Background: an optimization exercise with open tools, aiming at small area and a short achievable clock period. Do not read the settings as production practice. At most, simulation tests tie the RTL to the original design; equivalence was not proved. No activity file was given, so power comes from the tool's default toggle rates.

main:
==> flow/design.v (excerpt) <==
module diffeq_fu_core
#(
    parameter int unsigned WIDTH = diffeq_pkg::DEFAULT_WIDTH
) (
    input  logic                    clk,
    input  logic                    reset,
    input  logic                    en,
    input  logic signed [WIDTH-1:0] v1,
    input  logic signed [WIDTH-1:0] v2,
    input  logic signed [WIDTH-1:0] v3,
    input  logic signed [WIDTH-1:0] v4,
    input  logic signed [WIDTH-1:0] v5,
    input  logic signed [WIDTH-1:0] v6,
    input  logic                    mode,
    output logic signed [WIDTH-1:0] w1,
    output logic signed [WIDTH-1:0] w2,
    output logic signed [WIDTH-1:0] w3,
    output logic signed [WIDTH-1:0] r1,
    output logic signed [WIDTH-1:0] r2,
    output logic signed [WIDTH-1:0] r3,
    output logic                    ovf1,
    output logic                    ovf2,
    output logic                    ovf3,
    output logic                    valid
);
export LEC_CHECK = 0
export CAP_MARGIN = 0
export CORE_MARGIN = 2
export CORE_UTILIZATION = 40
export SETUP_SLACK_MARGIN = 1.8
export SLEW_MARGIN = 0
export SYNTH_HIERARCHICAL = 1
export SYNTH_MINIMUM_KEEP_SIZE = 0
create_clock -name core_clock -period 10.0 [get_ports {clk}]
standard.sh (not shown) runs the stock make flow with config.mk's settings and CLKGATE_MAP_FILE= SYNTH_SCRIPT=/design/flow/synth_recipe.tcl, a recipe that flattens the netlist after the stock synthesis.
==> flow/flow/run.sh <==
#!/bin/bash
# The standard layout (standard.sh) with two changes:
#  - the port buffers are the smallest buffer cell, sky130_fd_sc_hd__buf_1;
#  - before floorplanning, flow/downsize.tcl gives each combinational cell its smallest
#    drive strength, so that timing repair upsizes only the cells that need it.
export BUFFER_PORTS_ARGS="-buffer_cell sky130_fd_sc_hd__buf_1"
export PRE_FLOORPLAN_TCL="$PWD/flow/downsize.tcl"
bash standard.sh > standard_run.log 2>&1
==> flow/flow/downsize.tcl <==
# Before floorplanning: give every combinational cell the smallest drive strength of its
# function; the timing repair later upsizes only the cells that need it.
set n 0
foreach inst [get_cells *] {
  set m [get_property $inst ref_name]
  if { ![regexp {^(sky130_fd_sc_hd__[a-z0-9]+)_([0-9]+)$} $m -> base sz] } { continue }
  if { [regexp {df|dl|sdf|edf|conb|fa$|ha$|tap|fill|decap|clkbuf|buf$|bufbuf|dly|clkinv} $base] } { continue }
  set best $m
  set best_area [get_property [get_lib_cells */$m] area]
  foreach alt [get_lib_cells */${base}_*] {
    set an [get_name $alt]
    if { ![regexp "^${base}_\[0-9\]+\$" $an] } { continue }
    if { [get_property $alt dont_use] } { continue }
    set a [get_property $alt area]
    if { $a < $best_area } { set best $an; set best_area $a }
  }
  if { $best ne $m } {
    replace_cell $inst $best
    incr n
  }
}
puts "downsize.tcl: resized $n instances to their smallest drive"
#### Input delta (the feature branch over main)
Settings: a change of CAP_MARGIN from 0 to 20; a change of SETUP_SLACK_MARGIN from 1.8 to 1.6; a change of SLEW_MARGIN from 0 to 20.
[compare] base=main new=the feature branch: final instance area lost 410 µm²; least setup slack across all paths after layout went down; first-iteration DRC count climbed 6.6%; relative contribution of the clock network to total power now sits higher. For main, the launching instance or port of the critical path was v2[4], unlike the feature branch, where it was mode.
No functional check of the RTL was part of any run of this note.

* * *

run 1:
diffeq_fu_core, a different RTL version from the one above (not shown whole).
Size in the first run: ~1000 cells after synthesis, about 200 I/O pins.
==> flow/config.mk <==
export PLATFORM = sky130hd
export DESIGN_NAME = diffeq_fu_core
export DESIGN_NICKNAME = diffeq_fu_core
export VERILOG_FILES = /design/flow/design.v
export SDC_FILE = /design/flow/constraint.sdc
export NUM_CORES = 4
export LEC_CHECK = 0
export CAP_MARGIN = 0
export CORE_MARGIN = 2
export CORE_UTILIZATION = 40
export SETUP_SLACK_MARGIN = 1.4
export SLEW_MARGIN = 0
export SYNTH_HIERARCHICAL = 1
export SYNTH_MINIMUM_KEEP_SIZE = 0
export TNS_END_PERCENT = 20
==> flow/constraint.sdc <==
create_clock -name core_clock -period 10.0 [get_ports {clk}]
set_input_delay 2.0000 -clock core_clock [delete_from_list [all_inputs] [get_ports {clk}]]
set_output_delay 2.0000 -clock core_clock [all_outputs]
set_load 0.01 [all_outputs]
Scripts as last shown in full above: flow/flow/run.sh, flow/flow/downsize.tcl
Per the final summary, run 1 finished and its layout is clean on timing, DRC and antenna.
### run 1 -> run 2
# run 1
export LEC_CHECK = 0
export CAP_MARGIN = 0
export CORE_MARGIN = 2
export CORE_UTILIZATION = 40
export SETUP_SLACK_MARGIN = 1.4
export SLEW_MARGIN = 0
export SYNTH_HIERARCHICAL = 1
export SYNTH_MINIMUM_KEEP_SIZE = 0
export TNS_END_PERCENT = 20
create_clock -name core_clock -period 10.0 [get_ports {clk}]
# run 2
export LEC_CHECK = 0
export CAP_MARGIN = 0
export CORE_MARGIN = 2
export CORE_UTILIZATION = 50
export SETUP_SLACK_MARGIN = 1.4
export SLEW_MARGIN = 0
export SYNTH_HIERARCHICAL = 1
export SYNTH_MINIMUM_KEEP_SIZE = 0
create_clock -name core_clock -period 10.0 [get_ports {clk}]
Notes after the runs:
Number of filler instances in the final layout (run 1 / run 2): 1.3. On chip height, the lower figure sits with run 2, not run 1. When run 2 is measured against run 1, its overall track demand over capacity in global routing turns out 3.7 points higher. Looking at slew at the pin closest to its max-slew limit, run 2 sits 0.012 ns lower than run 1 does. In the floorplan summary, run 2 is listed with a die area less than that of run 1. Run 2 ends up with lower part of the cycle the worst path needs than run 1 does. When run 2 is set beside run 1, its count of inserted antenna diode cells turns out to be 1 smaller. Taking run 1 as the reference, in run 2 largest net degree at the start of global routing roughly the same; area of all placed cells without fillers higher; total power consumption of the routed design higher.
--- input diff run 2..run 3 ---
# run 2
export LEC_CHECK = 0
export CAP_MARGIN = 0
export CORE_MARGIN = 2
export CORE_UTILIZATION = 50
export SETUP_SLACK_MARGIN = 1.4
export SLEW_MARGIN = 0
export SYNTH_HIERARCHICAL = 1
export SYNTH_MINIMUM_KEEP_SIZE = 0
create_clock -name core_clock -period 10.0 [get_ports {clk}]
# run 3
export LEC_CHECK = 0
export CAP_MARGIN = 0
export CORE_MARGIN = 2
export CORE_UTILIZATION = 40
export PLACE_DENSITY = 0.7
export SETUP_SLACK_MARGIN = 1.4
export SLEW_MARGIN = 0
export SYNTH_HIERARCHICAL = 1
export SYNTH_MINIMUM_KEEP_SIZE = 0
create_clock -name core_clock -period 10.0 [get_ports {clk}]
### Flow results
On sum of net half-perimeters after detailed placement, run 3 tracks run 2 almost exactly. Side by side, cell row count turned out higher in run 3 than in run 2. Lower global-route usage was reported by run 3, not run 2. Run 3 vs run 2, slowest library cell on the worst path: sky130_fd_sc_hd__fa_2 vs sky130_fd_sc_hd__fa_1. [compare] base=run 2 new=run 3: vias after detailed routing now larger, total power comparable, clock-buffer cell count comparable. Run 3 vs run 2: cell count up in run 3. When the final numbers for run 2 and run 3 were put side by side, the final wirelength turned out to be smaller in run 2. When the final numbers for run 2 and run 3 were put side by side, the final non-filler cell area turned out to be smaller in run 2. In run 3, final worst-path setup slack is lower than in run 2. Lower time the worst path needs with I/O delays and setup goes to run 2 over run 3.
The following lists how run 4 was set up differently from run 3:
# run 3
export LEC_CHECK = 0
export CAP_MARGIN = 0
export CORE_MARGIN = 2
export CORE_UTILIZATION = 40
export PLACE_DENSITY = 0.7
export SETUP_SLACK_MARGIN = 1.4
export SLEW_MARGIN = 0
export SYNTH_HIERARCHICAL = 1
export SYNTH_MINIMUM_KEEP_SIZE = 0
create_clock -name core_clock -period 10.0 [get_ports {clk}]
# run 4
export LEC_CHECK = 0
export CAP_MARGIN = 0
export CORE_MARGIN = 2
export CORE_UTILIZATION = 40
export SETUP_SLACK_MARGIN = 1.4
export SLEW_MARGIN = 0
export SYNTH_HIERARCHICAL = 1
export SYNTH_MINIMUM_KEEP_SIZE = 0
export TNS_END_PERCENT = 0
create_clock -name core_clock -period 10.0 [get_ports {clk}]
==> comparison <==
- | count of placed standard cells including taps | run 4 vs run 3 | ≈ equal |
- Compared with run 3, in run 4 fraction of power consumed by the clock network now sits lower, placer's final routability congestion estimate now sits higher.
> inputs changed (run 4 -> run 5)
# run 4
export LEC_CHECK = 0
export CAP_MARGIN = 0
export CORE_MARGIN = 2
export CORE_UTILIZATION = 40
export SETUP_SLACK_MARGIN = 1.4
export SLEW_MARGIN = 0
export SYNTH_HIERARCHICAL = 1
export SYNTH_MINIMUM_KEEP_SIZE = 0
export TNS_END_PERCENT = 0
create_clock -name core_clock -period 10.0 [get_ports {clk}]
# run 5
export LEC_CHECK = 0
export CAP_MARGIN = 0
export CORE_MARGIN = 2
export CORE_UTILIZATION = 40
export SETUP_SLACK_MARGIN = 1.6
export SLEW_MARGIN = 0
export SYNTH_HIERARCHICAL = 1
export SYNTH_MINIMUM_KEEP_SIZE = 0
create_clock -name core_clock -period 10.0 [get_ports {clk}]
--- outcome ---
- Global-route wire length before repair essentially unchanged between run 5 and run 4.
- Of run 4 and run 5, run 5 shows the lower time the worst path needs with I/O delays and setup, with run 4 above it.
- Total area of multi-input combinational cells ends up higher on run 5.
- Global routing met1 resource utilization ended up 0.18 points higher on run 5 than on run 4.

[re-timing with driven ports]
How much do the figures lean on ideal ports? The routed layouts below were timed once more, with nothing changed but the port constraints.
Step 1, drivers: a clkbuf_16 drives clk and a buf_2 each remaining input, both assumed.
Step 2, shift: input delay + t, output delay - t, t = (earliest + latest rising clock arrival at the registers) / 2. This alone moves slack from input paths to output paths.
a / b / c = ideal / step 1 / step 2; a / b = the first two.
run	t (ns)	setup WS [ns]	clock arrival spread, ns
main	0.346	1.939 / 1.912 / 1.912	0.014 / 0.014
the feature branch	0.343	1.756 / 1.729 / 1.729	0.014 / 0.014
run 1	0.329	1.547 / 1.523 / 1.523	0.019 / 0.019
run 2	0.325	1.669 / 1.645 / 1.645	0.007 / 0.007
run 3	0.355	1.618 / 1.596 / 1.596	0.018 / 0.018
run 4	0.329	1.547 / 1.523 / 1.523	0.019 / 0.019
run 5	0.330	1.777 / 1.750 / 1.750	0.021 / 0.021
After both steps setup and hold are still met in every run listed.
